This design comes from an exercise in tuning for small area, a short achievable clock period and few clock cycles per item on the open sky130 flow, not from production work. Only simulation tests tie the RTL to the original design; equivalence was not proved.

### flow/run.sh
#!/bin/bash
# synth_recipe.tcl (not shown) runs the flow's synth.tcl, then flattens the netlist and writes it again
# the make line also repeats each setting of config.mk as NAME=value (left out here)
make -C /OpenROAD-flow-scripts/flow DESIGN_CONFIG=/design/flow/config.mk WORK_HOME=/design/flow/orfs CLKGATE_MAP_FILE= SYNTH_SCRIPT=/design/flow/synth_recipe.tcl finish
### flow/config.mk
export PLATFORM = sky130hd
export DESIGN_NAME = alu_mc
export DESIGN_NICKNAME = alu_mc
export VERILOG_FILES = /design/flow/design.v
export SDC_FILE = /design/flow/constraint.sdc
export NUM_CORES = 4
export LEC_CHECK = 0
export CAP_MARGIN = 20
export CORE_MARGIN = 2
export CORE_UTILIZATION = 40
export SLEW_MARGIN = 20
### flow/constraint.sdc
create_clock -name core_clock -period 6.5 [get_ports {clk}]
set_input_delay 1.3000 -clock core_clock [delete_from_list [all_inputs] [get_ports {clk}]]
set_output_delay 1.3000 -clock core_clock [all_outputs]
set_load 0.01 [all_outputs]
### flow/design.v
module alu_mc #(
  parameter int WIDTH = 64
) (
  input  logic             clk,
  input  logic             rst_n,
  input  logic             in_valid,
  output logic             in_ready,
  input  logic [WIDTH-1:0] A,
  input  logic [WIDTH-1:0] B,
  input  logic [2:0]       ALUop,
  output logic             out_valid,
  input  logic             out_ready,
  output logic [WIDTH-1:0] Y,
  output logic [WIDTH-1:0] Y_hi,
  output logic [WIDTH-1:0] REM,
  output logic             ZERO,
  output logic             COUT,
  output logic             OVF,
  output logic             DIV0
);
  localparam logic [2:0] OP_ADD = 3'b000;
  localparam logic [2:0] OP_SUB = 3'b001;
  localparam logic [2:0] OP_AND = 3'b010;
  localparam logic [2:0] OP_OR  = 3'b011;
  localparam logic [2:0] OP_XOR = 3'b100;
  localparam logic [2:0] OP_MUL = 3'b101;
  localparam logic [2:0] OP_DIV = 3'b110;
  localparam logic [2:0] S_IDLE  = 3'd0;
  localparam logic [2:0] S_EXEC  = 3'd1;
  localparam logic [2:0] S_ALIGN = 3'd2;
  localparam logic [2:0] S_DIVS  = 3'd3;
  localparam logic [2:0] S_DIVC  = 3'd4;
  localparam logic [2:0] S_MULS  = 3'd5;
  localparam logic [2:0] S_MULF  = 3'd6;
  localparam int W = 69;   
  logic [2:0]  state;
  logic [67:0] H;          
  logic [63:0] L;          
  logic [66:0] D;          
  logic [6:0]  cnt;
  logic [6:0]  lzA, lzB;
  logic [2:0]  opr;
  logic        x_div0;                           
  logic        ov, o_md, o_mul, o_div, div0_r, cout_r, ovf_r;    
  logic [5:0]  sel_a, sel_b;    
  logic        neg0, neg1;
  logic st_idle, st_exec, st_align, st_divs, st_divc, st_muls, st_mulf;
  logic acc, o_free, x_free, md_fin;
  assign st_idle  = (state == S_IDLE);
  assign st_exec  = (state == S_EXEC);
  assign st_align = (state == S_ALIGN);
  assign st_divs  = (state == S_DIVS);
  assign st_divc  = (state == S_DIVC);
  assign st_muls  = (state == S_MULS);
  assign st_mulf  = (state == S_MULF);
  assign o_free    = ~ov | out_ready;                
  assign x_free    = st_idle | (st_exec & o_free);   
  assign out_valid = ov;
  assign in_ready  = x_free & (~(ov & o_md) | out_ready) &
                     ((ALUop != OP_MUL) | (~st_exec & o_free));
  assign acc       = in_valid & in_ready;
  function automatic logic [6:0] clz64(input logic [63:0] x);
    logic [31:0]      v1;
    logic [31:0]      p1;
    logic [15:0]      v2;
    logic [15:0][1:0] p2;
    logic [7:0]       v3;
    logic [7:0][2:0]  p3;
    logic [3:0]       v4;
    logic [3:0][3:0]  p4;
    logic [1:0]       v5;
    logic [1:0][4:0]  p5;
    logic             v6;
    logic [5:0]       p6;
    for (int i = 0; i < 32; i++) begin
      v1[i] = x[2*i+1] | x[2*i];
      p1[i] = ~x[2*i+1];
    end
    for (int i = 0; i < 16; i++) begin
      v2[i] = v1[2*i+1] | v1[2*i];
      p2[i] = v1[2*i+1] ? {1'b0, p1[2*i+1]} : {1'b1, p1[2*i]};
    end
    for (int i = 0; i < 8; i++) begin
      v3[i] = v2[2*i+1] | v2[2*i];
      p3[i] = v2[2*i+1] ? {1'b0, p2[2*i+1]} : {1'b1, p2[2*i]};
    end
    for (int i = 0; i < 4; i++) begin
      v4[i] = v3[2*i+1] | v3[2*i];
      p4[i] = v3[2*i+1] ? {1'b0, p3[2*i+1]} : {1'b1, p3[2*i]};
    end
    for (int i = 0; i < 2; i++) begin
      v5[i] = v4[2*i+1] | v4[2*i];
      p5[i] = v4[2*i+1] ? {1'b0, p4[2*i+1]} : {1'b1, p4[2*i]};
    end
    v6 = v5[1] | v5[0];
    p6 = v5[1] ? {1'b0, p5[1]} : {1'b1, p5[0]};
    clz64 = v6 ? {1'b0, p6} : 7'd64;
  endfunction
  logic [W-1:0] Hx, Dx, D2, one0v, two0v, neg0v, one1v, two1v, neg1v, r0, m1, r1, sv, cv, S;
  assign Hx  = {H[67], H};
  assign Dx  = {2'b00, D};
  assign D2  = {1'b0, D, 1'b0};
  always_comb begin
    for (int i = 0; i < W; i++) begin
      if (i < W/2) begin
        one0v[i] = sel_a[5]; two0v[i] = sel_a[4]; neg0v[i] = sel_a[3];
        one1v[i] = sel_a[2]; two1v[i] = sel_a[1]; neg1v[i] = sel_a[0];
      end else begin
        one0v[i] = ~sel_b[5]; two0v[i] = ~sel_b[4]; neg0v[i] = ~sel_b[3];
        one1v[i] = ~sel_b[2]; two1v[i] = ~sel_b[1]; neg1v[i] = ~sel_b[0];
      end
    end
  end
  assign r0  = ((one0v & Dx) | (two0v & D2)) ^ neg0v;
  assign m1  = ((one1v & Dx) | (two1v & D2)) ^ neg1v;
  assign r1  = {m1[W-3:0], neg1, neg0};
  assign sv  = Hx ^ r0 ^ r1;
  assign cv  = (Hx & r0) | (Hx & r1) | (r0 & r1);
  localparam int N = W + 1;
  logic [N-1:0] ax, ay, pg_g [0:7], pg_p [0:7], cy, s70;
  always_comb begin
    ax = {sv, 1'b1};
    ay = {cv[W-2:0], neg1, neg1};
    pg_g[0] = ax & ay;
    pg_p[0] = ax ^ ay;
    for (int l = 0; l < 7; l++) begin
      for (int i = 0; i < N; i++) begin
        if (i >= (1 << l)) begin
          pg_g[l+1][i] = pg_g[l][i] | (pg_p[l][i] & pg_g[l][i-(1<<l)]);
          pg_p[l+1][i] = pg_p[l][i] & pg_p[l][i-(1<<l)];
        end else begin
          pg_g[l+1][i] = pg_g[l][i];
          pg_p[l+1][i] = pg_p[l][i];
        end
      end
    end
    cy  = {pg_g[7][N-2:0], 1'b0};
    s70 = pg_p[0] ^ cy;
  end
  assign S = s70[W:1];
  assign neg0 = sel_a[3];
  assign neg1 = sel_a[0];
  logic q;                        
  assign q = ~S[W-1];
  logic [63:0] res;
  always_comb begin
    case (opr)
      OP_ADD, OP_SUB: res = S[63:0];
      OP_AND:         res = cv[63:0];
      OP_OR:          res = cv[63:0] | sv[63:0];
      OP_XOR:         res = sv[63:0];
      default:        res = '0;
    endcase
  end
  logic [7:0] sdiff, sp3;
  logic [4:0] kq;
  assign sdiff = {1'b0, lzB} - {1'b0, lzA};
  assign sp3   = sdiff + 8'd3;
  assign kq    = sp3[6:2];
  function automatic logic [2:0] booth(input logic [2:0] b);   
    booth[2] = b[1] ^ b[0];
    booth[1] = (b[2] & ~b[1] & ~b[0]) | (~b[2] & b[1] & b[0]);
    booth[0] = b[2] & ~(b[1] & b[0]);
  endfunction
  assign md_fin = (st_align & o_free & (x_div0 | sdiff[7])) | (st_divs & (cnt == 7'd0) & q) | st_divc |
                  (st_muls & (cnt == 7'd0) & ~L[3]) | st_mulf;
  always_ff @(posedge clk or negedge rst_n) begin
    if (!rst_n) begin
      state <= S_IDLE;
      ov    <= 1'b0;
      o_md  <= 1'b0;
    end else begin
      if (acc) begin
        if (ALUop == OP_MUL)      state <= S_MULS;
        else if (ALUop == OP_DIV) state <= S_ALIGN;
        else                      state <= S_EXEC;
      end else begin
        case (state)
          S_EXEC:  if (o_free) state <= S_IDLE;
          S_ALIGN: if (o_free) state <= (x_div0 || sdiff[7]) ? S_IDLE : S_DIVS;
          S_DIVS:  if (cnt == 7'd0) state <= q ? S_IDLE : S_DIVC;
          S_DIVC:  state <= S_IDLE;
          S_MULS:  if (cnt == 7'd0) state <= L[3] ? S_MULF : S_IDLE;
          S_MULF:  state <= S_IDLE;
          default: ;
        endcase
      end
      if ((st_exec & o_free) | md_fin) begin
        ov   <= 1'b1;
        o_md <= ~st_exec;
      end else if (out_ready) begin
        ov   <= 1'b0;
      end
    end
  end
  always_ff @(posedge clk) begin
    if (acc) begin
      opr    <= ALUop;
      x_div0 <= (B == '0);
      H      <= (ALUop == OP_MUL) ? 68'd0 : {4'd0, A};
      D      <= {3'd0, B};
      lzA    <= clz64(A);
      lzB    <= clz64(B);
      cnt    <= 7'd15;
      if (ALUop == OP_MUL) begin
        sel_a  <= {booth({A[1:0], 1'b0}), booth(A[3:1])};
        sel_b  <= ~{booth({A[1:0], 1'b0}), booth(A[3:1])};
        L      <= A;
        o_mul  <= 1'b1;
        o_div  <= 1'b0;
        div0_r <= 1'b0;
        cout_r <= 1'b0;
        ovf_r  <= 1'b0;
      end else begin
        sel_a <= {2'b10, (ALUop == OP_SUB) || (ALUop == OP_DIV), 3'b000};
        sel_b <= ~{2'b10, (ALUop == OP_SUB) || (ALUop == OP_DIV), 3'b000};
      end
    end
    case (state)
      S_EXEC: if (o_free) begin
        L      <= res;
        o_mul  <= 1'b0;
        o_div  <= 1'b0;
        div0_r <= 1'b0;
        cout_r <= 1'b0;
        ovf_r  <= 1'b0;
        if (opr == OP_ADD) begin
          cout_r <= S[64];
          ovf_r  <= (H[63] == D[63]) && (S[63] != H[63]);
        end else if (opr == OP_SUB) begin
          cout_r <= ~S[64];
          ovf_r  <= (H[63] != D[63]) && (S[63] != H[63]);
        end
      end
      S_ALIGN: if (o_free) begin
        L      <= x_div0 ? '1 : '0;
        D      <= D << {kq, 2'b00};
        cnt    <= {kq, 2'b00};
        o_mul  <= 1'b0;
        o_div  <= 1'b1;
        div0_r <= x_div0;
        cout_r <= 1'b0;
        ovf_r  <= 1'b0;
      end
      S_DIVS: begin
        H        <= S[67:0];
        L        <= {L[62:0], q};
        sel_a[3] <= q;
        sel_b[3] <= ~q;
        if (cnt != 7'd0) begin
          D   <= D >> 1;
          cnt <= cnt - 7'd1;
        end
      end
      S_DIVC: H <= S[67:0];
      S_MULS: begin
        H   <= {{3{S[W-1]}}, S[W-1:4]};
        L   <= {S[3:0], L[63:4]};
        cnt <= cnt - 7'd1;
        if (cnt == 7'd0) begin
          sel_a <= 6'b100000;
          sel_b <= ~6'b100000;
        end else begin
          sel_a <= {booth(L[5:3]), booth(L[7:5])};
          sel_b <= ~{booth(L[5:3]), booth(L[7:5])};
        end
      end
      S_MULF: H <= S[67:0];
      default: ;
    endcase
  end
  assign Y    = L;
  assign Y_hi = o_mul ? H[63:0] : '0;
  assign REM  = o_div ? H[63:0] : '0;
  assign ZERO = (L == '0);
  assign COUT = cout_r;
  assign OVF  = ovf_r;
  assign DIV0 = div0_r;
endmodule
==> impl_metrics.toml, run 1 <==
[run_status]
outcome = "finished clean"

[floorplanning]
ios = 333
start_util_pct = 40.5
core_area_mm2 = 0.0675
die_w_um = 266
die_h_um = 266
die_area_mm2 = 0.0705
rows = 95

[setup_path]
reg2reg_slack_ns = 0.87
crit_path_end_kind = "flip-flop"
worstPathRequired_ns = 6.85
critPathKind = "reg2reg"
arrival_ns = 5.98
path_max_fanout = 24
worstSetupStartpointType = "flip-flop"

[cts]
root_buffer = "clkbuf_16"
ctsLongestPathBuffers = 3
cts_tree = "done"
path_clk_slew_ns = 0.06
hold_buffers = 0
clock_latency_ns = 0.63
cts_num_sinks = 245
cts_resized = 0
cts_buffers = 31
htreeDepth = 1
cts_setup_buffers = 0

[sta]
period_needed_ns = 5.63
setup-tns-final_ns = 0
hold_violations = 0
setup_ws_ns = 0.873
worst_slew_pin_slew_ns = 1.26
rsz0062_at_grt = "false"
period_share_pct = 86.6
fin_skew_ns = 0.0161
report.final.slew_viol_count = 0
max_freq_mhz = 178
setup_viol = 0
timing.slew.headroom_pct = 15.5

[global_routing]
antenna_found_initial = 7
grt_util_met1_pct = 52.5
grt_pass1_wl_mm = 207
grt_util_all_layers_pct = 39.8
overflow = 0
busiest_layer = "met2"
grt_max_degree = 96
grt_pass1_vias = 29214
met2_usage_pct = 59.3
met3_usage_pct = 11.2

[placement]
hpwl_mm = 111
gp_congestion = 1.04
place_inst = 4673
io_buffer_count = 332
post-place-ws_ns = 1.10

[synthesis]
synth_cell_type_count = 108
syn_nets = 3926
yosys_warnings = 3
synthArstFlopShare_pct = 2.04
synth_top_family_by_area = "compound AO/OA/AOI/OAI gates"
synth_top_area_share_pct = 10.6
synth_mux_area_share_pct = 5.48
synthXorXnorAreaFrac_pct = 7.50
ys_ff_latch = 245
seq_area_frac_synth_pct = 21.6
syn_avg_cell_area_um2 = 7.50
synth_compound_area_share_pct = 29.1
synth-edff-count = 97
yosys.area_share.simple_pct = 19.8
yosys-top-cells-area = "edfxtp_1, dfxtp_1, a21oi_1"
syn-cell-area_mm2 = 0.0274
syn_inst = 3651
synthFlopType = "dfxtp_1"
yosysTopAreaCell = "edfxtp_1"
synth_fa_ha_area_share_pct = 8.34

[route]
drc_errors = 0
ant_nets = 0
drtIter0Drc = 4791
via_per_inst = 6.60
wl_per_cell_um = 30.8
via_count = 31258
wl_mm = 146
dr.pass1.iters = 9

[cells_and_area]
fin_util_pct = 48.3
fin_nets = 4109
final_cells = 4734
drive_gt1_share_pct = 6.40
final_cell_mix = "nand2_1, clkdlybuf4s50_1, a21oi_1, inv_1, nor2_1"
mostFrequentLayoutCell = "nand2_1"
synthToLayoutAreaGrowth_pct = 19.1
nFillCells = 6788

[run]
maxCapViolCount = 0

[min_path]
hold_class = "reg2reg"
## critical path, cell delays in order (launching register included)
cell and delay, ns:
edfxtp_1 0.53, inv_2 0.33, buf_12 0.28, xnor2_1 0.14, fa_1 0.55, inv_1 0.05, ha_1 0.37, a21oi_1 0.40
o21ai_0 0.27, or3_1 0.37, a211oi_2 0.57, nor2_4 0.12, a31oi_2 0.38, o311a_1 0.35, a21oi_2 0.09, xnor2_1 0.38
o221ai_1 0.19
## synth_stat cells (11+ instances only)
library cell	n
nand2_1	430
a21oi_1	331
inv_1	268
nor2_1	223
clkbuf_1	203
o21ai_0	200
dfxtp_1	143
and2_1	140
xor2_1	126
mux2i_1	124
a22oi_1	106
xnor2_1	100
edfxtp_1	97
o22ai_1	94
o221ai_1	78
nor3_1	76
ha_1	72
fa_1	68
a221o_1	44
nand3_1	42
nor4_1	40
nand4_1	38
a211oi_1	37
a21o_1	36
a221oi_1	36
buf_2	34
a31oi_1	32
clkbuf_2	29
and3_1	25
nor2b_1	25
a211o_1	23
o21a_1	21
o21ai_1	20
o21bai_1	20
nand2b_1	19
o31ai_1	19
o211ai_1	16
buf_1	15
or4_1	12
mux2_2	11
## state kept, by name (all words and copies together), names as in the netlist, 3 cells and up
| signal | flops |
|---|---|
| opr | 3 |
| lzB | 6 |
| sel_b | 6 |
| sel_a | 6 |
| state | 3 |
| D | 67 |
| H | 68 |
| L | 64 |
| cnt | 7 |
| lzA | 7 |
## cell families after synthesis
group	count (synthesis)
compound gates	1202
fa+ha+maj	142
mux	141
flops	245
buf+inv	564
xor+xnor	230
simple gates	1127
## final cells by class
cell class	count	area (um^2)	share of cell area, %
repair buffers	444	4260	13.1
flip-flops and latches	245	5900	18.1
clock inverters	20	150	0.461
multi-input cells	2842	19400	59.4
clock buffers	38	802	2.46
diodes	2	5.00	0.0154
well taps	873	1090	3.35
inverters	270	1010	3.11
## routing by layer
metal / up-vias / part of all wire [%]
met4: 8 / 6.2
li1: 13585 / -
met1: 14923 / 39
met3: 420 / 13
met2: 2322 / 42
met5: - / 0.036
## path summary, 6_finish.rpt
check	from	to	cells past startpoint
setup / recovery	sel_a[0]	H[58]	16
max in group asynchronous	rst_n	state[0]	1
setup reg to reg	sel_a[0]	H[58]	16
hold / removal	div0_r	div0_r	2
min in group asynchronous	rst_n	state[1]	1
hold reg to reg	div0_r	div0_r	2
## through the flow
step | cell area, um^2 | hold slack, ns
after floorplan | 27400 | 0.449
after global placement | 31600 | 0.445
after detailed placement | 31600 | 0.449
after CTS | 32600 | 0.464
after global routing | 32600 | 0.492
final | 32600 | 0.459
Testbench counts, summed over its fixed seeds: cycles 18,528, items 3,200.
==> run 2: changes to the inputs <==
--- a/flow/config.mk
+++ b/flow/config.mk
@@ -8,4 +8,5 @@
 export CAP_MARGIN = 20
 export CORE_MARGIN = 2
-export CORE_UTILIZATION = 40
+export CORE_UTILIZATION = 62
+export SETUP_SLACK_MARGIN = 3
 export SLEW_MARGIN = 20
==> run 2 against run 1 <==
  * The flow now stops in global routing (5_1_grt)
  * Area after synthesis is the same
  * Synthesized cell count is the same
==> impl_metrics.toml, run 2 <==
[synthesis]
synth-edff-count = 97
syn_nets = 3926
syn-cell-area_mm2 = 0.0274
yosys-top-cells-count = "nand2_1, a21oi_1, inv_1"
yosys-top-cells-area = "edfxtp_1, dfxtp_1, a21oi_1"
yosysTopAreaCell = "edfxtp_1"
synth_cell_type_count = 108
seq_area_frac_synth_pct = 21.6
ys_ff_latch = 245
yosys_warnings = 3
syn_avg_cell_area_um2 = 7.50
synth.most_common_cell = "nand2_1"
syn_inst = 3651
synthArstFlopShare_pct = 2.04
synth_top_area_share_pct = 10.6
synthFlopType = "dfxtp_1"

[cts]
hold_buffers = 0
htreeDepth = 1
cts_buffers = 31
ctsLongestPathBuffers = 3
cts_num_sinks = 245
root_buffer = "clkbuf_16"

[run_status]
failed_stage = "global routing (5_1_grt)"
tool.error = "[ERROR GRT-0232] Routing congestion too high. Check the congestion heatmap in the GUI."
outcome = "aborted with a tool error"

[floorplanning]
die_w_um = 214
rows = 76
start_util_pct = 63.1
die_h_um = 214
ios = 333

[global_routing]
grt_max_degree = 69
overflow = 1
grt_util_all_layers_pct = 78.2

[placement]
io_buffer_count = 332
placed_cell_area_mm2 = 0.0314
hpwl_mm = 98.8
gp_congestion = 1.23
==> run 2: cell counts after synthesis <==
No cell type changed its count.
==> run 2: per-layer routing <==
metal  overflow  track usage (%)
met5          0             45.3
met3          1             66.0
met1          0             77.2
met4          0             79.1
met2          0             91.8
==> run 2: how the worst max path moves through the flow <==
stage	from	endpoint	slack [ns]	cells after the start
floorplan	sel_a[5]	H[60]	2.47	18
global placement	sel_a[5]	H[58]	1.19	16
detailed placement	sel_a[5]	H[58]	1.13	16
CTS	sel_a[5]	H[60]	2.05	17
==> run 2: per-stage QoR <==
step / utilization (%) / setup slack, ns / std cells
floorplan: - / 2.47 / 3651
global placement: 72.4 / 1.19 / 4348
detailed placement: 72.4 / 1.13 / 4348
CTS: 86.1 / 2.05 / 4618
==> run 2: cell families after synthesis <==
| kind of cell | synth area share (%) |
|---|---|
| xor gates and xnor gates | 7.50 |
| adders and majority gates | 8.34 |
| muxes | 5.48 |
| and+or+nand+nor | 19.8 |
| DFF | 21.6 |
| buffers and inverters | 8.25 |
| AOI/OAI and AO/OA | 29.1 |
==> run 2: timing repair <==
| item | in CTS |
|---|---|
| hold endpoints to repair | 0 |
| gates resized for setup | 630 |
| pin swaps | 206 |
| endpoints found under the setup margin | 428 |
| cloned | 8 |
| buffers inserted | 205 |
==> run 3: changes to the inputs <==
--- a/flow/design.v
+++ b/flow/design.v
@@ -39,5 +39,4 @@
   logic [66:0] D;          
   logic [6:0]  cnt;
-  logic [6:0]  lzA, lzB;
   logic [2:0]  opr;
   logic        x_div0;                           
@@ -60,41 +59,4 @@
                      ((ALUop != OP_MUL) | (~st_exec & o_free));
   assign acc       = in_valid & in_ready;
-  function automatic logic [6:0] clz64(input logic [63:0] x);
-    logic [31:0]      v1;
-    logic [31:0]      p1;
-    logic [15:0]      v2;
-    logic [15:0][1:0] p2;
-    logic [7:0]       v3;
-    logic [7:0][2:0]  p3;
-    logic [3:0]       v4;
-    logic [3:0][3:0]  p4;
-    logic [1:0]       v5;
-    logic [1:0][4:0]  p5;
-    logic             v6;
-    logic [5:0]       p6;
-    for (int i = 0; i < 32; i++) begin
-      v1[i] = x[2*i+1] | x[2*i];
-      p1[i] = ~x[2*i+1];
-    end
-    for (int i = 0; i < 16; i++) begin
-      v2[i] = v1[2*i+1] | v1[2*i];
-      p2[i] = v1[2*i+1] ? {1'b0, p1[2*i+1]} : {1'b1, p1[2*i]};
-    end
-    for (int i = 0; i < 8; i++) begin
-      v3[i] = v2[2*i+1] | v2[2*i];
-      p3[i] = v2[2*i+1] ? {1'b0, p2[2*i+1]} : {1'b1, p2[2*i]};
-    end
-    for (int i = 0; i < 4; i++) begin
-      v4[i] = v3[2*i+1] | v3[2*i];
-      p4[i] = v3[2*i+1] ? {1'b0, p3[2*i+1]} : {1'b1, p3[2*i]};
-    end
-    for (int i = 0; i < 2; i++) begin
-      v5[i] = v4[2*i+1] | v4[2*i];
-      p5[i] = v4[2*i+1] ? {1'b0, p4[2*i+1]} : {1'b1, p4[2*i]};
-    end
-    v6 = v5[1] | v5[0];
-    p6 = v5[1] ? {1'b0, p5[1]} : {1'b1, p5[0]};
-    clz64 = v6 ? {1'b0, p6} : 7'd64;
-  endfunction
   logic [W-1:0] Hx, Dx, D2, one0v, two0v, neg0v, one1v, two1v, neg1v, r0, m1, r1, sv, cv, S;
   assign Hx  = {H[67], H};
@@ -153,9 +115,17 @@
     endcase
   end
-  logic [7:0] sdiff, sp3;
-  logic [4:0] kq;
-  assign sdiff = {1'b0, lzB} - {1'b0, lzA};
-  assign sp3   = sdiff + 8'd3;
-  assign kq    = sp3[6:2];
+  logic [66:0] pa, mk, pl [0:6];
+  logic        z0, c0, c12;    
+  always_comb begin
+    pl[0] = {3'b000, H[63:0]};
+    for (int l = 0; l < 6; l++)
+      for (int i = 0; i < 67; i++)
+        pl[l+1][i] = (i + (1 << l) < 67) ? (pl[l][i] | pl[l][i+(1<<l)]) : pl[l][i];
+    pa = pl[6];
+    mk = ~{1'b0, pa[66:1]};
+  end
+  assign z0  = |(D & ~pa) & (cnt == 7'd0);  
+  assign c0  = |(D & mk);                   
+  assign c12 = |({D[54:0], 12'd0} & mk) | (|D[66:55]);    
   function automatic logic [2:0] booth(input logic [2:0] b);   
     booth[2] = b[1] ^ b[0];
@@ -163,5 +133,5 @@
     booth[0] = b[2] & ~(b[1] & b[0]);
   endfunction
-  assign md_fin = (st_align & o_free & (x_div0 | sdiff[7])) | (st_divs & (cnt == 7'd0) & q) | st_divc |
+  assign md_fin = (st_align & o_free & (x_div0 | z0)) | (st_divs & (cnt == 7'd0) & q) | st_divc |
                   (st_muls & (cnt == 7'd0) & ~L[3]) | st_mulf;
   always_ff @(posedge clk or negedge rst_n) begin
@@ -178,5 +148,8 @@
         case (state)
           S_EXEC:  if (o_free) state <= S_IDLE;
-          S_ALIGN: if (o_free) state <= (x_div0 || sdiff[7]) ? S_IDLE : S_DIVS;
+          S_ALIGN: if (o_free) begin
+            if (x_div0 || z0) state <= S_IDLE;
+            else if (c0)      state <= S_DIVS;
+          end
           S_DIVS:  if (cnt == 7'd0) state <= q ? S_IDLE : S_DIVC;
           S_DIVC:  state <= S_IDLE;
@@ -200,7 +173,5 @@
       H      <= (ALUop == OP_MUL) ? 68'd0 : {4'd0, A};
       D      <= {3'd0, B};
-      lzA    <= clz64(A);
-      lzB    <= clz64(B);
-      cnt    <= 7'd15;
+      cnt    <= (ALUop == OP_MUL) ? 7'd15 : 7'd0;
       if (ALUop == OP_MUL) begin
         sel_a  <= {booth({A[1:0], 1'b0}), booth(A[3:1])};
@@ -235,6 +206,8 @@
       S_ALIGN: if (o_free) begin
         L      <= x_div0 ? '1 : '0;
-        D      <= D << {kq, 2'b00};
-        cnt    <= {kq, 2'b00};
+        if (!c0) begin
+          D   <= c12 ? {D[62:0], 4'd0} : {D[50:0], 16'd0};
+          cnt <= cnt + (c12 ? 7'd4 : 7'd16);
+        end
         o_mul  <= 1'b0;
         o_div  <= 1'b1;
--- a/flow/config.mk
+++ b/flow/config.mk
@@ -8,5 +8,5 @@
 export CAP_MARGIN = 20
 export CORE_MARGIN = 2
-export CORE_UTILIZATION = 62
-export SETUP_SLACK_MARGIN = 3
+export CORE_UTILIZATION = 50
+export SETUP_SLACK_MARGIN = 2
 export SLEW_MARGIN = 20
==> run 3 against run 2 <==
  * The run now finishes clean
  * Synthesized cell count fell by 11%
  * Area after synthesis is 8.2% lower
==> impl_metrics.toml, run 3 <==
[setup_path]
reg2reg_slack_ns = 1.90
cp_slowest_cell = "fa_2"
critPathKind = "reg2reg"
worstReg2RegStart = "sel_a[5]"
path_cells = "buf_4 > a22oi_2 > xnor2_2 > fa_2 > ha_4 > inv_2 > a221oi_2 > or3_4 > o211a_4 > or3_4 > a31oi_4 > o21ai_1 > a21oi_2 > xor2_2 > o221ai_1"
reg2regPathDepth = 15
worstSetupStartpointType = "flip-flop"
worstPathRequired_ns = 6.77
critPathMaxStageDelay_ns = 0.51
crit_path_end_kind = "flip-flop"
r2r_end = "H[33]"
arrival_ns = 4.88
path_max_fanout = 4
cpMostUsedCell = "or3_4"

[cts]
path_clk_slew_ns = 0.06
hold_buffers = 0
clock_latency_ns = 0.63
cts_num_sinks = 232
root_buffer = "clkbuf_16"
cts_tree = "done"
cts_buffers = 31
ctsLongestPathBuffers = 3
htreeDepth = 1

[min_path]
whs_path_depth = 2
hold_end = "cout_r"
min_from = "cout_r"
hold_class = "reg2reg"

[synthesis]
synthFlopType = "dfxtp_1"
yosysTopAreaCell = "dfxtp_1"
syn-cell-area_mm2 = 0.0251
synth_fa_ha_area_share_pct = 8.88
ys_ff_latch = 232
synthArstFlopShare_pct = 2.16
yosys_warnings = 4
synth_mux_area_share_pct = 5.82
synthXorXnorAreaFrac_pct = 7.73
synth_cell_type_count = 98
yosys-top-cells-count = "nand2_1, inv_1, clkbuf_1"
synth_compound_area_share_pct = 29.9
synth.most_common_cell = "nand2_1"
synth-edff-count = 86
synth_top_area_share_pct = 11.2
yosys-top-cells-area = "dfxtp_1, edfxtp_1, mux2i_1"
syn_inst = 3237
synth_top_family_by_area = "compound AO/OA/AOI/OAI gates"
yosys.area_share.simple_pct = 17.5
syn_avg_cell_area_um2 = 7.77
syn_nets = 3507
seq_area_frac_synth_pct = 22.0

[sta]
timing.slew.headroom_pct = 18.0
period_share_pct = 70.8
rsz0062_at_grt = "true"
hold_violations = 0
worst_slew_pin_slew_ns = 1.23
setup-tns-final_ns = 0
max_freq_mhz = 217
setup_viol = 0
period_needed_ns = 4.60
fin_skew_ns = 0.0244
report.final.slew_viol_count = 0
hold_slack_ns = 0.466

[route]
drc_errors = 0
via_per_inst = 7.32
wl_per_cell_um = 32.0
drtIter0Drc = 5532
ant_nets = 0
wl_mm = 136
via_count = 31071
dr.pass1.iters = 12

[cells_and_area]
regMostFlops = "H"
reg_top3 = "H x68, D x67, L x64"
final_cell_mix = "clkdlybuf4s50_1, nand2_1, inv_1, a21oi_1, buf_4"
mostFrequentLayoutCell = "clkdlybuf4s50_1"
drive_gt1_share_pct = 19.3
largest_reg_flops = 68
fin_area_mm2 = 0.0335
synthToLayoutAreaGrowth_pct = 33.3
fin_nets = 3813

[global_routing]
grt_pass1_wl_mm = 192
antenna_found_initial = 2
overflow = 0
grt_max_degree = 76
grt_util_all_layers_pct = 48.8
grt_pass1_vias = 28741

[placement]
placed_cell_area_mm2 = 0.0289
io_buffer_count = 332
hpwl_mm = 98.2
gp_congestion = 1.07

[floorplanning]
die_h_um = 228
die_area_mm2 = 0.0521
start_util_pct = 50.4
rows = 82
ios = 333
core_area_mm2 = 0.0499
die_w_um = 228

[run_status]
outcome = "finished clean"

[run]
maxCapViolCount = 0
run 3: changes by cell type after synthesis, moves of 27 or more:
cell	previous run	this run
a221oi_1	36	63
nor3_1	76	37
a21oi_1	331	234
nand2_1	430	314
o221ai_1	78	124
clkbuf_1	203	239
nor2_1	223	151
clkbuf_2	29	0
run 3: layout make-up:
class | count | area (um^2)
multi-input cells | 2478 | 19900
fillers | 4056 | 16300
flip-flops and latches | 232 | 5570
repair buffers | 553 | 5170
inverters | 247 | 943
clock buffers | 42 | 921
well taps | 672 | 841
clock inverters | 15 | 144
diodes | 4 | 10.0
run 3: per-stage QoR:
step | utilization, % | cells | setup slack [ns]
detailed placement | 58.0 | 4040 | 0.766
finish | 67.2 | 4243 | 1.90
global placement | 58.0 | 4040 | 0.631
floorplan | - | 3237 | 2.00
global route | 67.2 | 4239 | 1.80
CTS | 63.9 | 4173 | 1.97
run 3: how the worst max path moves through the flow:
| stage | from | end | slack (ns) |
|---|---|---|---|
| 2_1_floorplan | sel_a[0] | H[63] | 2.00 |
| 3_3_place_gp | sel_a[4] | H[39] | 0.63 |
| 3_5_place_dp | sel_a[4] | H[39] | 0.77 |
| 4_1_cts | sel_a[5] | ov | 1.97 |
| 5_1_grt | sel_b[1] | sel_a[3] | 1.80 |
| 6_report | sel_a[5] | H[33] | 1.90 |
run 3: worst max-delay path, delay by kind of cell, from the launching register on:
kind / cells / cell delay (ns)
compound gates: 7 / 1.57
simple gates: 2 / 0.81
buf+inv: 2 / 0.24
flops: 1 / 0.46
xor+xnor: 2 / 0.41
fa+ha+maj: 2 / 0.78
run 3: cell families (layout without fill, tap and decap cells):
kind of cell / after synthesis / in the layout
AO/OA/AOI/OAI: 1083 / 1083
AND/OR/NAND/NOR: 888 / 888
buffers and inverters: 527 / 857
flip-flops: 232 / 232
XOR/XNOR: 222 / 222
multiplexers: 146 / 146
adder cells (fa/ha/maj): 139 / 139
other: 0 / 4
run 3: what timing repair did:
action / CTS / global route
pin swaps: 79 / 119
setup buffers: 76 / 66
endpoints found under the setup margin: 170 / 139
resized for setup: 268 / 229
run 3: layer usage:
metal	part of all wire (%)	vias to the layer above	global-route usage, %
met5	0.0096	-	0
met3	17	645	17.9
met2	40	3027	69.4
met4	7.0	2	25.4
li1	-	12539	-
met1	36	14858	64.4
Testbench counts of run 3, summed over its fixed seeds: cycles 19,048, items 3,200.
==> run 4: changes to the inputs <==
--- a/flow/design.v
+++ b/flow/design.v
@@ -41,4 +41,5 @@
   logic [2:0]  opr;
   logic        x_div0;                           
+  logic        mfirst;                           
   logic        ov, o_md, o_mul, o_div, div0_r, cout_r, ovf_r;    
   logic [5:0]  sel_a, sel_b;    
@@ -56,9 +57,8 @@
   assign x_free    = st_idle | (st_exec & o_free);   
   assign out_valid = ov;
-  assign in_ready  = x_free & (~(ov & o_md) | out_ready) &
-                     ((ALUop != OP_MUL) | (~st_exec & o_free));
+  assign in_ready  = x_free & (~(ov & o_md) | out_ready);
   assign acc       = in_valid & in_ready;
   logic [W-1:0] Hx, Dx, D2, one0v, two0v, neg0v, one1v, two1v, neg1v, r0, m1, r1, sv, cv, S;
-  assign Hx  = {H[67], H};
+  assign Hx  = {H[67], H} & {W{~mfirst}};
   assign Dx  = {2'b00, D};
   assign D2  = {1'b0, D, 1'b0};
@@ -133,4 +133,6 @@
     booth[0] = b[2] & ~(b[1] & b[0]);
   endfunction
+  logic [7:0] ml;                 
+  assign ml = mfirst ? H[7:0] : L[7:0];
   assign md_fin = (st_align & o_free & (x_div0 | z0)) | (st_divs & (cnt == 7'd0) & q) | st_divc |
                   (st_muls & (cnt == 7'd0) & ~L[3]) | st_mulf;
@@ -154,5 +156,5 @@
           S_DIVS:  if (cnt == 7'd0) state <= q ? S_IDLE : S_DIVC;
           S_DIVC:  state <= S_IDLE;
-          S_MULS:  if (cnt == 7'd0) state <= L[3] ? S_MULF : S_IDLE;
+          S_MULS:  if ((cnt == 7'd0) && (~mfirst | o_free)) state <= L[3] ? S_MULF : S_IDLE;
           S_MULF:  state <= S_IDLE;
           default: ;
@@ -171,5 +173,6 @@
       opr    <= ALUop;
       x_div0 <= (B == '0);
-      H      <= (ALUop == OP_MUL) ? 68'd0 : {4'd0, A};
+      H      <= {4'd0, A};
+      mfirst <= (ALUop == OP_MUL);
       D      <= {3'd0, B};
       cnt    <= (ALUop == OP_MUL) ? 7'd15 : 7'd0;
@@ -177,10 +180,4 @@
         sel_a  <= {booth({A[1:0], 1'b0}), booth(A[3:1])};
         sel_b  <= ~{booth({A[1:0], 1'b0}), booth(A[3:1])};
-        L      <= A;
-        o_mul  <= 1'b1;
-        o_div  <= 1'b0;
-        div0_r <= 1'b0;
-        cout_r <= 1'b0;
-        ovf_r  <= 1'b0;
       end else begin
         sel_a <= {2'b10, (ALUop == OP_SUB) || (ALUop == OP_DIV), 3'b000};
@@ -227,14 +224,22 @@
       end
       S_DIVC: H <= S[67:0];
-      S_MULS: begin
-        H   <= {{3{S[W-1]}}, S[W-1:4]};
-        L   <= {S[3:0], L[63:4]};
-        cnt <= cnt - 7'd1;
+      S_MULS: if (~mfirst | o_free) begin
+        H      <= {{3{S[W-1]}}, S[W-1:4]};
+        L      <= {S[3:0], mfirst ? H[63:4] : L[63:4]};
+        cnt    <= cnt - 7'd1;
+        mfirst <= 1'b0;
+        if (mfirst) begin
+          o_mul  <= 1'b1;
+          o_div  <= 1'b0;
+          div0_r <= 1'b0;
+          cout_r <= 1'b0;
+          ovf_r  <= 1'b0;
+        end
         if (cnt == 7'd0) begin
           sel_a <= 6'b100000;
           sel_b <= ~6'b100000;
         end else begin
-          sel_a <= {booth(L[5:3]), booth(L[7:5])};
-          sel_b <= ~{booth(L[5:3]), booth(L[7:5])};
+          sel_a <= {booth(ml[5:3]), booth(ml[7:5])};
+          sel_b <= ~{booth(ml[5:3]), booth(ml[7:5])};
         end
       end
--- a/flow/config.mk
+++ b/flow/config.mk
@@ -8,5 +8,5 @@
 export CAP_MARGIN = 20
 export CORE_MARGIN = 2
-export CORE_UTILIZATION = 50
+export CORE_UTILIZATION = 45
 export SETUP_SLACK_MARGIN = 2
 export SLEW_MARGIN = 20
==> run 4 against run 3 <==
  * Still clean
  * Setup slack gained 0.065 ns
  * Fmax increased by 1.4%
  * Critical endpoint is now L[54]
==> impl_metrics.toml, run 4 <==
[route]
via_per_inst = 6.84
via_count = 29572
met3_length_mm = 15.4
wl_met2_mm = 57.6
drc_errors = 0
wirelength_met1_mm = 51.4
drtIter0Drc = 4173
wl_mm = 135
dr.pass1.iters = 6
wl_per_cell_um = 31.3
ant_nets = 0
topRoutingLayerUsed = "met5"

[synthesis]
synthFlopType = "dfxtp_1"
synth.most_common_cell = "nand2_1"
synth_top_area_share_pct = 11.8
yosysTopAreaCell = "dfxtp_1"
synth_cell_type_count = 98
syn_inst = 3303
syn-cell-area_mm2 = 0.0260
synth-edff-count = 75
yosys-top-cells-count = "nand2_1, a21oi_1, clkbuf_1"
syn_nets = 3583
seq_area_frac_synth_pct = 20.9
yosys-top-cells-area = "dfxtp_1, edfxtp_1, mux2i_1"
syn_avg_cell_area_um2 = 7.88
synthArstFlopShare_pct = 2.15
ys_ff_latch = 233
yosys_warnings = 4

[setup_path]
reg2regPathDepth = 17
path_max_fanout = 9
arrival_ns = 4.92
critPathMaxStageDelay_ns = 0.55
worstReg2RegStart = "sel_a[2]"
r2r_end = "L[54]"
reg2reg_slack_ns = 1.96
cp_num_buf_inv = 2
cpMostUsedCell = "a211oi_2"
worstPathRequired_ns = 6.88
cp_top_family = "compound AO/OA/AOI/OAI gates"
cp_slowest_cell = "fa_1"
worstSetupStartpointType = "flip-flop"
crit_path_end_kind = "flip-flop"
critPathKind = "reg2reg"
path_cells = "clkbuf_16 > a22oi_2 > xnor2_2 > fa_1 > inv_1 > ha_4 > o21ai_2 > a211oi_4 > o211ai_1 > a211oi_2 > o2111ai_2 > a21bo_2 > and2_4 > o21ai_4 > xnor2_4 > a211oi_2 > a211o_1"

[sta]
rsz0062_at_grt = "true"
max_freq_mhz = 220
worst_slew_pin_slew_ns = 1.18
fin_skew_ns = 0.0198
period_share_pct = 69.8
timing.slew.headroom_pct = 21.2
hold_violations = 0
hold_slack_ns = 0.528
period_needed_ns = 4.54
setup_ws_ns = 1.96
setup-tns-final_ns = 0
report.final.slew_viol_count = 0
setup_viol = 0

[placement]
hpwl_mm = 98.4
gp_congestion = 1.07
place_inst = 4185
io_buffer_count = 332
post-place-ws_ns = 0.699

[cts]
cts_num_sinks = 233
clock_latency_ns = 0.63
ctsLongestPathBuffers = 3
root_buffer = "clkbuf_16"
path_clk_slew_ns = 0.06
cts_tree = "done"
htreeDepth = 1
cts_buffers = 30

[floorplanning]
die_h_um = 244
start_util_pct = 45.3
rows = 88
die_area_mm2 = 0.0598
die_w_um = 244
ios = 333
core_area_mm2 = 0.0575

[cells_and_area]
final_cells = 4321
regMostFlops = "H"
mostFrequentLayoutCell = "clkdlybuf4s50_1"
drive_gt1_share_pct = 17.3
largest_reg_flops = 68
reg_top3 = "H x68, D x67, L x64"
final_cell_mix = "clkdlybuf4s50_1, nand2_1, a21oi_1, o21ai_0, mux2i_1"
synthToLayoutAreaGrowth_pct = 27.6
nFillCells = 5278
fin_nets = 3806

[run_status]
outcome = "finished clean"

[min_path]
min_from = "H[65]"
whs_path_depth = 1
hold_class = "reg2reg"
hold_end = "H[65]"

[global_routing]
grt_pass1_wl_mm = 192
grt_util_all_layers_pct = 43.2
overflow = 0
antenna_found_initial = 8
grt_pass1_vias = 27986
grt_max_degree = 68

[run]
maxCapViolCount = 0
run 4: changes by cell type in the layout (fill, tap and decap cells not counted), moves of 22 or more:
cell      previous run  this run
a221oi_1            57        13
o221ai_1           113        18
mux2i_1            144       176
a21oi_1            197       239
inv_1              225       166
fa_1                45        67
dfxtp_4              1        33
a221o_1             23       105
fa_2                22         0
o21ai_0            156       182
nand2b_1            13        70
buf_4              196       132
dfxtp_1            111        76
o221ai_2            18        49
run 4: routing by layer:
layer | vias up | global-route usage [%]
met4 | 8 | 28.9
met1 | 14240 | 55.5
met3 | 501 | 8.70
met2 | 2268 | 65.4
li1 | 12555 | -
met5 | - | 0
run 4: worst max-delay path by stage:
stage / start / end / slack (ns) / cells past startpoint
after global placement: sel_a[0] / L[54] / 0.75 / 16
after detailed placement: sel_a[0] / ov / 0.70 / 17
after CTS: sel_a[2] / L[54] / 2.00 / 17
after floorplan: sel_b[3] / H[67] / 2.01 / 18
after global routing: sel_a[2] / L[54] / 1.91 / 17
final: sel_a[2] / L[54] / 1.96 / 17
run 4: cell type report:
cell class | instances | area (um^2) | area share (%)
Antenna cell | 8 | 20.0 | 0.0603
Clock buffer | 44 | 885 | 2.66
Clock inverter | 10 | 98.8 | 0.298
Inverter | 185 | 751 | 2.26
Multi-Input combinational cell | 2586 | 20100 | 60.6
Sequential cell | 233 | 5620 | 16.9
Tap cell | 765 | 957 | 2.88
Timing Repair Buffer | 490 | 4750 | 14.3
run 4: stage by stage:
step	utilization, %	instance area, um^2
floorplan	-	26000
global placement	51.8	29800
detailed placement	51.8	29800
CTS	55.4	31900
global route	57.7	33200
finish	57.8	33200
run 4: cell families after synthesis:
kind of cell	synth area share, %
adders and majority gates	8.90
DFF	20.9
xor gates and xnor gates	7.19
buffers and inverters	7.56
and+or+nand+nor	19.2
AOI/OAI and AO/OA	29.4
muxes	6.86
run 4: timing repair:
action                                 in CTS  in global routing
gates resized for setup                   231                203
hold buffers                                0                  0
endpoints found under the hold margin       0                  0
setup buffers                              31                 40
gates cloned                                1                  2
pin swaps                                  34                 70
setup endpoints to repair                 128                135
Testbench counts of run 4, summed over its fixed seeds: cycles 18,682, items 3,200.
==> run 5: changes to the inputs <==
==> flow/flow/run.sh (new file) <==
#!/bin/bash
# The standard layout (standard.sh, unchanged synthesis and steps), except that buffer_ports
# builds the port buffers from sky130_fd_sc_hd__buf_1 instead of the cell it picks by default.
# Every port still gets its own buffer; later repair steps may resize them as usual.
# Each make target's full output goes to its own log file in the work folder.
set -euo pipefail
export BUFFER_PORTS_ARGS="-buffer_cell sky130_fd_sc_hd__buf_1"
for step in synth floorplan place cts route finish; do
  bash standard.sh "$step" > "flow_${step}.log" 2>&1
done
test -f out/final.def
==> flow/standard.sh (new file) <==
#!/bin/bash
# synth_recipe.tcl (not shown) runs the flow's synth.tcl, then flattens the netlist and writes it again
# the make line also repeats each setting of config.mk as NAME=value (left out here)
make -C /OpenROAD-flow-scripts/flow DESIGN_CONFIG=/design/flow/config.mk WORK_HOME=/design/flow/orfs CLKGATE_MAP_FILE= SYNTH_SCRIPT=/design/flow/synth_recipe.tcl "${@:-finish}"
removed: flow/run.sh
==> run 5 against run 4 <==
  * Hold slack worse by 0.044 ns
  * Global-route usage down 0.71 points
  * Utilization down 3.4 points
  * Critical endpoint unchanged
  * Cell area shrank 5.9%
  * Fmax rose by 1.1%
==> impl_metrics.toml, run 5 <==
[synthesis]
yosys_warnings = 4
syn_inst = 3303
yosys-top-cells-count = "nand2_1, a21oi_1, clkbuf_1"
syn_avg_cell_area_um2 = 7.88
synth_top_area_share_pct = 11.8
ys_ff_latch = 233
synthFlopType = "dfxtp_1"
syn-cell-area_mm2 = 0.0260
yosysTopAreaCell = "dfxtp_1"
synthArstFlopShare_pct = 2.15
yosys-top-cells-area = "dfxtp_1, edfxtp_1, mux2i_1"
synth_cell_type_count = 98
syn_nets = 3583
synth.most_common_cell = "nand2_1"
seq_area_frac_synth_pct = 20.9
synth-edff-count = 75

[cells_and_area]
largest_reg_flops = 68
regMostFlops = "H"
final_cell_mix = "buf_1, nand2_1, a21oi_1, o21ai_0, mux2i_1"
fin_nets = 3827
fin_util_pct = 54.4
seqCellArea_mm2 = 0.00562
nFillCells = 5510
mostFrequentLayoutCell = "buf_1"
multi_input_area_mm2 = 0.0200
synthToLayoutAreaGrowth_pct = 20.1
reg_top3 = "H x68, D x67, L x64"
fin_area_mm2 = 0.0313
drive_gt1_share_pct = 17.6

[setup_path]
worstSetupEndpoint = "L[54]"
path_max_fanout = 24
critPathKind = "reg2reg"
r2r_end = "L[54]"
arrival_ns = 4.82
cp-startpoint = "sel_a[5]"
cp_top_family = "compound AO/OA/AOI/OAI gates"
crit_path_end_kind = "flip-flop"
worstReg2RegStart = "sel_a[5]"
cp.depth = 17
worstPathRequired_ns = 6.83
path_cells = "buf_12 > a22oi_1 > xor2_1 > fa_1 > inv_1 > ha_1 > nand2_1 > o21ai_0 > a21oi_2 > o21ai_1 > o2111ai_2 > a21bo_1 > and2_2 > o21ai_2 > xnor2_2 > a211oi_2 > a211o_1"
reg2reg_slack_ns = 2.01
critPathMaxStageDelay_ns = 0.56
cp_num_buf_inv = 2
worstSetupStartpointType = "flip-flop"
reg2regPathDepth = 17
cp_slowest_cell = "fa_1"

[sta]
period_share_pct = 69.0
setup_viol = 0
period_needed_ns = 4.49
setup-tns-final_ns = 0
hold_violations = 0
worst_slew_pin_slew_ns = 1.09
timing.slew.headroom_pct = 27.1
setup_ws_ns = 2.01
fin_skew_ns = 0.0378
report.final.slew_viol_count = 0
rsz0062_at_grt = "true"
max_freq_mhz = 223

[cts]
hold_buffers = 0
clock_latency_ns = 0.58
cts_tree = "done"
htreeDepth = 2
ctsLongestPathBuffers = 3
cts_num_sinks = 233
cts_buffers = 34
root_buffer = "clkbuf_16"
path_clk_slew_ns = 0.06

[floorplanning]
die_w_um = 244
start_util_pct = 45.3
die_area_mm2 = 0.0598
ios = 333
die_h_um = 244
rows = 88
core_area_mm2 = 0.0575

[route]
via_count = 29518
dr.pass1.iters = 8
wl_mm = 133
via_per_inst = 6.80
ant_nets = 0
drtIter0Drc = 4226
drc_errors = 0
wl_per_cell_um = 30.7

[global_routing]
overflow = 0
grt_pass1_wl_mm = 188
grt_pass1_vias = 27552
grt_util_all_layers_pct = 42.5
grt_max_degree = 84
antenna_found_initial = 13

[placement]
gp_congestion = 1.13
io_buffer_count = 332
hpwl_mm = 96.1
placed_cell_area_mm2 = 0.0277
post-place-ws_ns = 0.647

[min_path]
hold_class = "reg2reg"
min_from = "H[66]"

[run_status]
outcome = "finished clean"

[run]
maxCapViolCount = 0
==> run 5: cell counts after synthesis <==
No cell type changed its count.
==> run 5: metal layers <==
metal,wire length (um),GRT usage (%)
met4,10600,28.7
met1,50300,54.3
met2,57300,64.0
met5,33,0
met3,15200,9.27
==> run 5: worst min-delay path by stage <==
stage | end | slack (ns) | depth (start not counted)
finish | H[66] | 0.48 | 1
global placement | H[66] | 0.48 | 1
detailed placement | H[66] | 0.47 | 1
global route | H[65] | 0.50 | 1
CTS | H[66] | 0.49 | 1
floorplan | H[66] | 0.43 | 1
==> run 5: logic make-up after synthesis <==
logic type / after synthesis / share of synthesized area, %
compound gates: 1094 / 29.4
fa+ha+maj: 145 / 8.90
xor+xnor: 212 / 7.19
mux: 178 / 6.86
buf+inv: 484 / 7.56
simple gates: 957 / 19.2
flops: 233 / 20.9
==> run 5: repair_timing <==
item,in CTS,in global routing
setup endpoints to repair,142,138
pin swaps,30,71
cloned,2,0
buffers inserted,32,62
resized for setup,213,191
==> run 5: layout make-up <==
type,instances,share of cell area [%]
clock buffers,49,3.30
clock inverters,12,0.316
diodes,4,0.0320
inverters,185,2.37
well taps,765,3.06
multi-input cells,2586,64.0
repair buffers,507,8.99
flip-flops and latches,233,18.0
==> run 5: metrics by stage <==
step	std cells	hold slack [ns]
2_1_floorplan	3303	0.427
6_report	4341	0.484
5_1_grt	4337	0.503
3_5_place_dp	4180	0.473
3_3_place_gp	4180	0.475
4_1_cts	4275	0.487
==> run 6: changes to the inputs <==
--- a/flow/config.mk
+++ b/flow/config.mk
@@ -9,4 +9,5 @@
 export CORE_MARGIN = 2
 export CORE_UTILIZATION = 45
+export CTS_BUF_LIST = sky130_fd_sc_hd__clkbuf_8
 export SETUP_SLACK_MARGIN = 2
 export SLEW_MARGIN = 20
==> run 6 against run 5 <==
  * Fmax down 1.6%
  * Utilization fell by 0.57 points
  * Final cell count is essentially flat
  * Area after synthesis unchanged
  * Via count down 0.24%
  * Register-to-register slack improved by 0.03 ns
  * Critical path depth is 12 lower
  * Die area unchanged
==> impl_metrics.toml, run 6 <==
[run_status]
outcome = "finished clean"

[global_routing]
antenna_found_initial = 16
overflow = 0
grt_max_degree = 84
grt_pass1_wl_mm = 188
grt_pass1_vias = 27536
grt_util_all_layers_pct = 42.3

[sta]
worst_slew_pin_slew_ns = 1.11
setup_viol = 0
max_freq_mhz = 219
setup-tns-final_ns = 0
report.final.slew_viol_count = 0
timing.slew.headroom_pct = 25.7
hold_slack_ns = 0.489
hold_violations = 0
rsz0062_at_grt = "true"
period_needed_ns = 4.56
setup_ws_ns = 1.94
fin_skew_ns = 0.0377
period_share_pct = 70.2

[cells_and_area]
fin_nets = 3820
drive_gt1_share_pct = 17.5
mostFrequentLayoutCell = "buf_1"
regMostFlops = "H"
multi_input_area_mm2 = 0.0200
synthToLayoutAreaGrowth_pct = 18.8
largest_reg_flops = 68
final_cells = 4345
nFillCells = 5579
seqCellArea_mm2 = 0.00563
final_cell_mix = "buf_1, nand2_1, a21oi_1, inv_1, o21ai_0"
reg_top3 = "H x68, D x67, L x64"

[synthesis]
yosysTopAreaCell = "dfxtp_1"
syn_inst = 3303
seq_area_frac_synth_pct = 20.9
ys_ff_latch = 233
syn_avg_cell_area_um2 = 7.88
synth_top_area_share_pct = 11.8
synthArstFlopShare_pct = 2.15
synth.most_common_cell = "nand2_1"
syn-cell-area_mm2 = 0.0260
yosys-top-cells-count = "nand2_1, a21oi_1, clkbuf_1"
synthFlopType = "dfxtp_1"
synth_cell_type_count = 98
synth-edff-count = 75
yosys-top-cells-area = "dfxtp_1, edfxtp_1, mux2i_1"
yosys_warnings = 4
syn_nets = 3583

[cts]
ctsLongestPathBuffers = 3
htreeDepth = 2
cts_buffers = 45
cts_num_sinks = 233
root_buffer = "clkbuf_8"
hold_buffers = 0
clock_latency_ns = 0.68
cts_tree = "done"
path_clk_slew_ns = 0.07

[placement]
place_inst = 4180
post-place-ws_ns = 0.647
gp_congestion = 1.13
hpwl_mm = 96.1
io_buffer_count = 332

[setup_path]
crit_path_end_kind = "output port"
path_max_fanout = 6
worstSetupStartpointType = "flip-flop"
arrival_ns = 3.26
worstPathRequired_ns = 5.20
critPathKind = "reg2out"

[min_path]
hold_class = "reg2reg"

[route]
ant_nets = 0
dr.pass1.iters = 9
drc_errors = 0
wl_per_cell_um = 30.8
drtIter0Drc = 3989
wl_mm = 134
via_count = 29446
via_per_inst = 6.78

[floorplanning]
die_w_um = 244
start_util_pct = 45.3
rows = 88
ios = 333
core_area_mm2 = 0.0575
die_area_mm2 = 0.0598
die_h_um = 244

[run]
maxCapViolCount = 0
## run 6: kinds of logic after synthesis
| kind of cell | Yosys count | synth area share, % |
|---|---|---|
| buffers and inverters | 484 | 7.56 |
| adder cells (fa/ha/maj) | 145 | 8.90 |
| AND/OR/NAND/NOR | 957 | 19.2 |
| multiplexers | 178 | 6.86 |
| AO/OA/AOI/OAI | 1094 | 29.4 |
| flip-flops | 233 | 20.9 |
| XOR/XNOR | 212 | 7.19 |
## run 6: timing repair
item | 4_1_cts | 5_1_grt
endpoints found under the setup margin | 137 | 92
cloned | 2 | 2
buffers inserted | 29 | 45
pin swaps | 33 | 87
resized for setup | 218 | 203
hold endpoints to repair | 0 | 0
## run 6: final timing paths
check | startpoint | to | slack (ns) | cells after the start
max in group asynchronous | rst_n | state[0] | 5.76 | 1
setup / recovery | L[5] | ZERO | 1.94 | 5
hold reg to reg | H[66] | H[66] | 0.49 | 1
hold / removal | H[66] | H[66] | 0.49 | 1
setup reg to reg | D[35] | H[67] | 2.04 | 18
min in group asynchronous | rst_n | state[2] | 0.50 | 1
## run 6: cell type report
class | instances | area share [%]
multi-input combinational | 2587 | 64.8
sequential | 233 | 18.2
timing repair buffer | 488 | 8.61
tap | 765 | 3.10
inverter | 185 | 2.40
clock buffer | 53 | 2.36
clock inverter | 28 | 0.457
antenna | 6 | 0.0486
## run 6: through the flow
step | utilization (%) | area (um^2)
after floorplan | - | 26000
after global placement | 48.1 | 27700
after detailed placement | 48.1 | 27700
after CTS | 51.5 | 29600
after global routing | 53.8 | 30900
final | 53.8 | 30900
## run 6: metal layers
layer	up-vias	global-route usage [%]	part of all wire, %
met2	2159	64.7	43
li1	12564	-	-
met4	8	27.7	7.4
met3	447	9.30	11
met1	14268	53.7	38
met5	-	0	0.037
## run 6: worst max-delay path: stages (launching register included)
cell and delay [ns]:
edfxtp_1 0.64, nor4_1 0.30, buf_4 0.24, nand4_1 0.34
nor4_1 0.81, buf_1 0.24

[port drivers added, routing unchanged]
The results above use ideal ports. As a check the final layouts listed here were re-extracted and re-timed, cells and wires unchanged. Step 1: set_driving_cell puts a clkbuf_16 on clk and a buf_2 on each other input, an assumption about the parent block. Step 2 adds t to the input delays and takes it off the output delays; t is the mean of the earliest and latest rising clock arrival at the registers after step 1. Input paths then give back, and output paths get back, about the clock's delay inside the block. Three values: ideal ports, drivers, drivers and shift; two values: the first two.
| run | t, ns | setup WS [ns] | worst setup path after step 2 | latest minus earliest clock arrival (ns) | worst data-port slew with drivers (ns) |
|---|---|---|---|---|---|
| run 1 | 0.689 | 0.873 / 0.873 / 0.873 | register to register | 0.016 / 0.017 | 0.07 |
| run 3 | 0.677 | 1.897 / 1.897 / 1.295 | input to register | 0.025 / 0.025 | 0.08 |
| run 4 | 0.687 | 1.962 / 1.962 / 1.962 | register to register | 0.020 / 0.020 | 0.06 |
| run 5 | 0.624 | 2.013 / 1.997 / 1.900 | input to register | 0.038 / 0.038 | 0.06 |
| run 6 | 0.723 | 1.940 / 1.877 / 1.963 | input to register | 0.037 / 0.038 | 0.06 |
After both steps every run listed still meets setup and hold. For run 3, which loses most, drivers alone change the setup slack by 0.000 ns; drivers and shift together by -0.602 ns.
